From an optimization exercise on the open Yosys and OpenROAD flow, aimed at small area and a short achievable clock period; shortcuts taken in it are not production practice. For this run, only the layout was checked, not whether the RTL still works. No activity file was given, so power comes from the tool's default toggle rates.

[design/flow/run.sh]
#!/bin/bash
# synth_recipe.tcl (not shown) runs the flow's synth.tcl, then flattens the netlist and writes it again
# the make line also repeats each setting of config.mk as NAME=value (left out here)
make -C /OpenROAD-flow-scripts/flow DESIGN_CONFIG=/design/flow/config.mk WORK_HOME=/design/flow/orfs CLKGATE_MAP_FILE= SYNTH_SCRIPT=/design/flow/synth_recipe.tcl finish
[design/flow/constraint.sdc]
create_clock -name core_clock -period 10.0 [get_ports {clk}]
set_input_delay 2.0000 -clock core_clock [delete_from_list [all_inputs] [get_ports {clk}]]
set_output_delay 2.0000 -clock core_clock [all_outputs]
set_load 0.01 [all_outputs]
[design/flow/design.v]
module noc_router (
    input  logic        clk,
    input  logic        rst,
    input  logic [2:0]  CONST_localx,
    input  logic [2:0]  CONST_localy,
    input  logic [31:0] data_n_in,
    input  logic [31:0] data_s_in,
    input  logic [31:0] data_w_in,
    input  logic [31:0] data_e_in,
    input  logic [31:0] data_p_in,
    input  logic [4:0]  data_void_in,
    input  logic [4:0]  stop_in,
    output logic [31:0] data_n_out,
    output logic [31:0] data_s_out,
    output logic [31:0] data_w_out,
    output logic [31:0] data_e_out,
    output logic [31:0] data_p_out,
    output logic [4:0]  data_void_out,
    output logic [4:0]  stop_out
);
    function automatic logic [4:0] xy_route(input logic [31:0] flit,
                                            input logic [2:0] lx,
                                            input logic [2:0] ly);
        logic [2:0] dx;
        logic [2:0] dy;
        dx = flit[23:21];
        dy = flit[20:18];
        xy_route[3] = (dx > lx);
        xy_route[2] = (dx < lx);
        xy_route[0] = (dx == lx) && (dy < ly);
        xy_route[1] = (dx == lx) && (dy > ly);
        xy_route[4] = (dx == lx) && (dy == ly);
    endfunction
    logic [31:0] din [5];
    logic [31:0] f_r [5];         
    logic [31:0] b_r [5][4];      
    logic [1:0]  rd_r [5];
    logic [1:0]  wr_r [5];
    logic [2:0]  cnt_r [5];       
    logic [4:0]  stop_r;
    logic [4:0]  act_r;           
    logic [4:0]  tgt_r [5];       
    logic [31:0] od_r [5];
    logic [4:0]  ov_r;
    logic [4:0]  mask_r [5];      
    logic [4:0]  ne_s, disc_s, push_s, pop_s, ldf_s, act_n_s;
    logic [4:0]  ld_s, has_s, hgnt_s, busy_s;
    logic [4:0]  hreq_s [5];      
    logic [4:0]  gnt_s [5];       
    logic [31:0] cand_s [5];
    logic [31:0] xbar_s [5];
    assign din[0] = data_n_in;
    assign din[1] = data_s_in;
    assign din[2] = data_w_in;
    assign din[3] = data_e_in;
    assign din[4] = data_p_in;
    always_comb begin
        for (int i = 0; i < 5; i++) begin
            ne_s[i]   = (cnt_r[i] != 3'd0);
            disc_s[i] = ne_s[i] && !act_r[i] && !f_r[i][31];
            push_s[i] = !data_void_in[i] && !stop_r[i];
        end
        for (int o = 0; o < 5; o++) begin
            ld_s[o]   = !ov_r[o] || !stop_in[o];
            busy_s[o] = 1'b0;
            for (int i = 0; i < 5; i++) begin
                busy_s[o]    = busy_s[o] | (act_r[i] & tgt_r[i][o]);
                hreq_s[o][i] = ne_s[i] && !act_r[i] && f_r[i][31] && tgt_r[i][o];
            end
        end
        for (int o = 0; o < 5; o++) begin
            for (int i = 0; i < 5; i++) begin
                logic kill;
                kill = 1'b0;
                for (int j = 0; j < 5; j++) begin
                    if (j < i) begin
                        kill = kill | (hreq_s[o][j] & (mask_r[o][j] | !mask_r[o][i]));
                    end else if (j > i) begin
                        kill = kill | (hreq_s[o][j] & mask_r[o][j] & !mask_r[o][i]);
                    end
                end
                gnt_s[o][i] = (ne_s[i] && act_r[i] && tgt_r[i][o]) ||
                              (!busy_s[o] && hreq_s[o][i] && !kill);
            end
            has_s[o]  = (gnt_s[o] != 5'b00000);
            hgnt_s[o] = !busy_s[o] && (hreq_s[o] != 5'b00000);
            xbar_s[o] = '0;
            for (int i = 0; i < 5; i++) begin
                xbar_s[o] = xbar_s[o] | (f_r[i] & {32{gnt_s[o][i]}});
            end
        end
        for (int i = 0; i < 5; i++) begin
            logic sent;
            sent = 1'b0;
            for (int o = 0; o < 5; o++) begin
                sent = sent | (gnt_s[o][i] & ld_s[o]);
            end
            pop_s[i]   = disc_s[i] | sent;
            ldf_s[i]   = pop_s[i] || (cnt_r[i] == 3'd0);
            cand_s[i]  = (cnt_r[i] >= 3'd2) ? b_r[i][rd_r[i]] : din[i];
            if (pop_s[i]) begin
                act_n_s[i] = act_r[i] ? !f_r[i][30] : (f_r[i][31] && !f_r[i][30]);
            end else begin
                act_n_s[i] = act_r[i];
            end
        end
    end
    always_ff @(posedge clk or negedge rst) begin
        if (!rst) begin
            for (int i = 0; i < 5; i++) begin
                cnt_r[i] <= 3'd0;
                rd_r[i]  <= 2'd0;
                wr_r[i]  <= 2'd0;
            end
            stop_r <= 5'b11111;
            act_r  <= 5'b00000;
        end else begin
            for (int i = 0; i < 5; i++) begin
                case ({push_s[i], pop_s[i]})
                    2'b10:   cnt_r[i] <= cnt_r[i] + 3'd1;
                    2'b01:   cnt_r[i] <= cnt_r[i] - 3'd1;
                    default: cnt_r[i] <= cnt_r[i];
                endcase
                stop_r[i] <= !pop_s[i] && ((cnt_r[i] == 3'd5) || (cnt_r[i] == 3'd4 && push_s[i]));
                if (pop_s[i] && cnt_r[i] >= 3'd2) begin
                    rd_r[i] <= rd_r[i] + 2'd1;
                end
                if (push_s[i] && (cnt_r[i] >= 3'd2 || (cnt_r[i] == 3'd1 && !pop_s[i]))) begin
                    wr_r[i] <= wr_r[i] + 2'd1;
                end
                act_r[i] <= act_n_s[i];
            end
        end
    end
    always_ff @(posedge clk) begin
        for (int i = 0; i < 5; i++) begin
            if (ldf_s[i]) begin
                f_r[i] <= cand_s[i];
                if (!act_n_s[i]) begin
                    tgt_r[i] <= xy_route(cand_s[i], CONST_localx, CONST_localy);
                end
            end
            if (push_s[i] && cnt_r[i] != 3'd0) begin
                b_r[i][wr_r[i]] <= din[i];
            end
        end
    end
    always_ff @(posedge clk or negedge rst) begin
        if (!rst) begin
            ov_r <= 5'b00000;
            for (int o = 0; o < 5; o++) begin
                mask_r[o] <= 5'b11111;
            end
        end else begin
            for (int o = 0; o < 5; o++) begin
                if (ld_s[o]) begin
                    ov_r[o] <= has_s[o];
                    if (hgnt_s[o]) begin
                        for (int k = 0; k < 5; k++) begin
                            logic after;
                            after = 1'b0;
                            for (int i = 0; i < k; i++) begin
                                after = after | gnt_s[o][i];
                            end
                            mask_r[o][k] <= after | gnt_s[o][4];
                        end
                    end
                end
            end
        end
    end
    always_ff @(posedge clk) begin
        for (int o = 0; o < 5; o++) begin
            if (ld_s[o]) begin
                od_r[o] <= xbar_s[o];
            end
        end
    end
    assign data_n_out    = od_r[0];
    assign data_s_out    = od_r[1];
    assign data_w_out    = od_r[2];
    assign data_e_out    = od_r[3];
    assign data_p_out    = od_r[4];
    assign data_void_out = ~ov_r;
    assign stop_out      = stop_r;
endmodule
[design/flow/config.mk]
export PLATFORM = sky130hd
export DESIGN_NAME = noc_router
export DESIGN_NICKNAME = noc_router
export VERILOG_FILES = /design/flow/design.v
export SDC_FILE = /design/flow/constraint.sdc
export NUM_CORES = 8
export LEC_CHECK = 0
export CAP_MARGIN = 20
export CORE_MARGIN = 2
export CORE_UTILIZATION = 32
export PLACE_DENSITY = 0.5
export SLEW_MARGIN = 20
==> run summary <==
## final cells by class
class / count / area share [%]
antenna: 1 / 0.00449
clock buffer: 140 / 5.50
clock inverter: 76 / 1.33
inverter: 67 / 0.451
multi-input combinational: 1473 / 24.8
sequential: 1060 / 56.5
tap: 1903 / 4.27
timing repair buffer: 417 / 7.18
## flip-flops by register name (all words and copies together) (netlist names)
| register | cells |
|---|---|
| tgt_r | 25 |
| cnt_r | 15 |
| ov_r | 5 |
| f_r | 160 |
| mask_r | 25 |
| act_r | 5 |
| b_r | 640 |
| wr_r | 10 |
| od_r | 160 |
| stop_r | 5 |
| rd_r | 10 |
## critical path, stage by stage
cell and delay [ns]:
clkdlybuf4s50_1 0.45, and2_1 0.44, inv_2 0.04, buf_4 0.36
nand4_1 0.21, o41ai_1 0.08, a31oi_1 0.16, nand4_1 0.28
nor2_1 0.37, nand3_2 0.72
## final timing paths
kind,end,slack (ns),cells after the start
min in group asynchronous,wr_r[1][0],1.26,1
min reg2reg,rd_r[4][0],0.49,1
max in group asynchronous,rd_r[4][0],7.66,2
min,rd_r[4][0],0.49,1
max reg2reg,od_r[3][1],5.53,9
max,f_r[0][17],5.00,10
## metal layers
metal	vias to the layer above	global-route usage, %	part of all wire [%]
met3	316	4.53	9.8
met5	-	0	0.033
met1	15118	30.2	40
li1	12232	-	-
met4	8	8.69	4.3
met2	1833	34.2	46
## synthesized netlist by cell type (7+ instances only)
cell / n / area share (%)
a21o_1: 8 / 0.13
a21oi_1: 32 / 0.35
a222oi_1: 164 / 3.6
a22oi_1: 174 / 2.8
and2_1: 8 / 0.11
and3_1: 30 / 0.41
buf_1: 22 / 0.18
buf_2: 34 / 0.37
clkbuf_1: 104 / 0.85
dfrtp_1: 45 / 2.4
dfstp_2: 30 / 1.7
edfxtp_1: 985 / 64
ha_1: 80 / 2.2
inv_1: 67 / 0.55
mux2_2: 153 / 3.7
mux2i_1: 15 / 0.33
mux4_2: 160 / 7.8
nand2_1: 231 / 1.9
nand2b_1: 15 / 0.20
nand3_1: 47 / 0.51
nand4_1: 26 / 0.35
nor2_1: 47 / 0.38
nor2b_1: 21 / 0.29
nor3_1: 23 / 0.25
nor3b_1: 7 / 0.11
o211ai_1: 10 / 0.16
o21a_1: 7 / 0.11
o21ai_0: 34 / 0.37
or2_2: 8 / 0.11
or3_1: 14 / 0.19
xnor2_1: 23 / 0.44
## stage by stage
stage	util [%]	area (um2)	worst slack, ns
after floorplan	-	46000	4.50
after global placement	36.3	51900	4.32
after detailed placement	36.3	51900	4.26
after CTS	38.9	55700	5.05
after global routing	38.9	55700	4.74
final	38.9	55700	5.00
## cell families (layout without fill, tap and decap cells)
| logic type | count (synthesis) | in the layout | synth area share [%] |
|---|---|---|---|
| other cells | 0 | 1 | 0 |
| buf+inv | 234 | 700 | 2.08 |
| compound gates | 520 | 520 | 9.30 |
| mux | 329 | 329 | 11.9 |
| flops | 1060 | 1060 | 68.4 |
| simple gates | 515 | 515 | 5.58 |
| fa+ha+maj | 80 | 80 | 2.17 |
| xor+xnor | 29 | 29 | 0.552 |
## power groups by stage
stage	clock (mW)	sequential (mW)	combinational (mW)
finish	4.29	8.96	9.18
global route	4.54	9.03	9.73
CTS	4.39	8.91	9.11
detailed placement	0	8.96	9.05
global placement	0	9.00	9.05
floorplan	0	8.06	5.34
==> impl.org <==
** Synthesis
- Total nets after synthesis :: 3025
- Counting distinct cell types in the post-synthesis netlist gives 87.
- For this run, the leading register cell type out of synthesis is edfxtp_1.
- Mapped Area :: 0.0460 mm2
- Number of enable-type register cells in the synthesized netlist :: 985
- Sequential elements use roughly two thirds of the synthesized area.
- Synthesis-stage register bit count :: 1060
- Synthesized instance count :: roughly 2800
- After synthesis, the share of flip-flops with an asynchronous set or reset is 7.08%.
- Yosys warnings :: 13
- Dividing the synthesized area by the synthesized cell count gives 16.6 um2.

** STA
- Share of the cycle needed by the critical path after routing :: between 50 and 60%
- Min Hold Slack :: 0.486 ns
- Count of endpoints failing setup in the final report :: 0
- Final hold violation count :: 0
- Largest clock skew in the final design :: 0.0436 ns
- Tightest Pin Transition :: 1.13 ns
- Subtracting the final worst setup slack from the clock period gives 5.00 ns.
- Setup repair after global routing left no endpoint under its margin.
- Based on the critical path, the design can be clocked at up to 200 MHz.
- Headroom to the max-slew limit :: 24.5%
- Total negative slack :: 0 ns
- The number of max-slew violations in the final report is 0.

** Place
- Routability-driven placement finished with a final weighted congestion of 1.03.
- Inst Count DP :: around 4900
- Half-perimeter wire length of the detailed placement result :: 113000 um
- The count of buffers added on input and output ports is ~350.

** Route
- Final routed DRC violation total :: 0
- 1st-iter DRT viols :: 5084
- Wire length per cell after detailed routing :: 32.1 um
- Number of nets with antenna violations after routing :: 0
- Via density :: between 5 and 6
- Number of optimization iterations in the first detailed-route pass :: 13
- Sum of routed wire length over all layers :: roughly 160000 um
- The final route contains 29507 vias.

** Setup path
- The critical path in this run is classified as in -> reg.
- STA classifies the critical path endpoint as a flip-flop.
- Required time of the critical path :: 10.21 ns
- FF-to-FF Start :: cnt_r[3][0]
- STA puts the critical path data arrival time at approximately 5.2 ns.
- The most critical setup path has its startpoint at stop_in[2].
- Along the worst path, the maximum fanout reaches 42.
- Startpoint class of the critical path :: primary input

** Cells and area
- The top cell types in the final layout, fill and taps aside, are 985 x edfxtp_1, 346 x clkdlybuf4s50_1, 229 x nand2_1.
- Most frequent standard cell in the layout excluding fill and tap cells :: edfxtp_1
- Filler Cell Count :: around 13000
- The net count of the finished layout is between 3000 and 4000.
- In the final layout, the multi-input gates occupy between 0.01 and 0.015 mm2.
- The post-route netlist has 20.1% of its cells at a drive strength greater than 1.
- Non-filler cells in the finished layout :: 5137
- The area growth from synthesis to layout is 21.1%.
- Seq. cell area :: 0.0315 mm2

** CTS
- Number of gates resized after CTS :: 0
- Depth of the CTS H-tree :: 3
- CTS placed an instance of clkbuf_16 at the clock tree root.
- Clk pin slew, worst setup/hold paths :: 0.06 ns
- For the worst-skew pair, the clock arrives at the later sink with an insertion delay of just under 0.8 ns.
- Number of buffers inserted by post-CTS setup repair :: 0
- # clock sinks :: 1060
- Maximum buffer depth of the clock tree :: 3
- CTS tree :: built
- The number of hold buffers added after CTS was 0.
- CTS Buf Count :: 117

** Power and ir drop
- Internal power :: 13.2 mW
- Part of the total power dissipated in combinational logic :: 40.9%
- Fraction of power consumed by the clock network :: a little under a fifth
- Switching power as a share of total power :: 41.1%
- Switching component of the power :: 9.23 mW
- Power comes to 22.4 mW.
- The share of total power dissipated in sequential elements is 39.9%.
- In this run the static leakage power is 19.2 nW.
- Across the VDD grid, the largest voltage drop is 0.186 mV.
- Dividing total power by cell area gives a power density of 402 mW/mm2.

** Global route
- The via count of the first global-routing pass is around 28000.
- Pin count of the biggest net entering global routing :: 43
- Initial antenna violation count :: 7
- Global-route wire length before repair :: approximately 230000 um
- Global routing used between 20% and 30% of the available tracks.
- Remaining global-route overflow :: 0

** Floorplan
- Once the floorplan was initialized, standard cells occupied 32.2% of the core.
- Standard cell core area :: 0.143 mm2
- For this design the top-level I/O count stands at between 300 and 400.
- Die height :: roughly 380 um
- From left edge to right edge, the die measures 383 um.
- The die covers 0.147 mm2.
- Number of standard-cell rows in the floorplan :: ~140

** Hold path
- The worst hold path belongs to the class reg -> reg.
- In this run the most critical hold path is launched from rd_r[4][0].

** Run status
- The flow ran to the end and the layout has no timing, DRC or antenna violations.

** Job
- The tool flagged a number of max-cap violations equal to 0.

## re-timing with driven ports
Ports are ideal in the flow. The routed layout listed here was re-timed in OpenROAD. Step 1, drivers: a clkbuf_16 drives clk and a buf_2 each remaining input, both assumed. Step 2 also shifts input and output timing later by t, the mid clock arrival at the registers, as if the neighbouring blocks saw the same clock. Three values: ideal ports, drivers, drivers and shift; two values: the first two.
shift t [ns]: 0.823
setup slack, ns: 4.997 / 5.038 / 4.215
cell pins on the clock port's net: 1
After both steps setup and hold are still met in this run. The setup slack of this run moves by +0.041 ns with the drivers and by -0.782 ns with both steps.
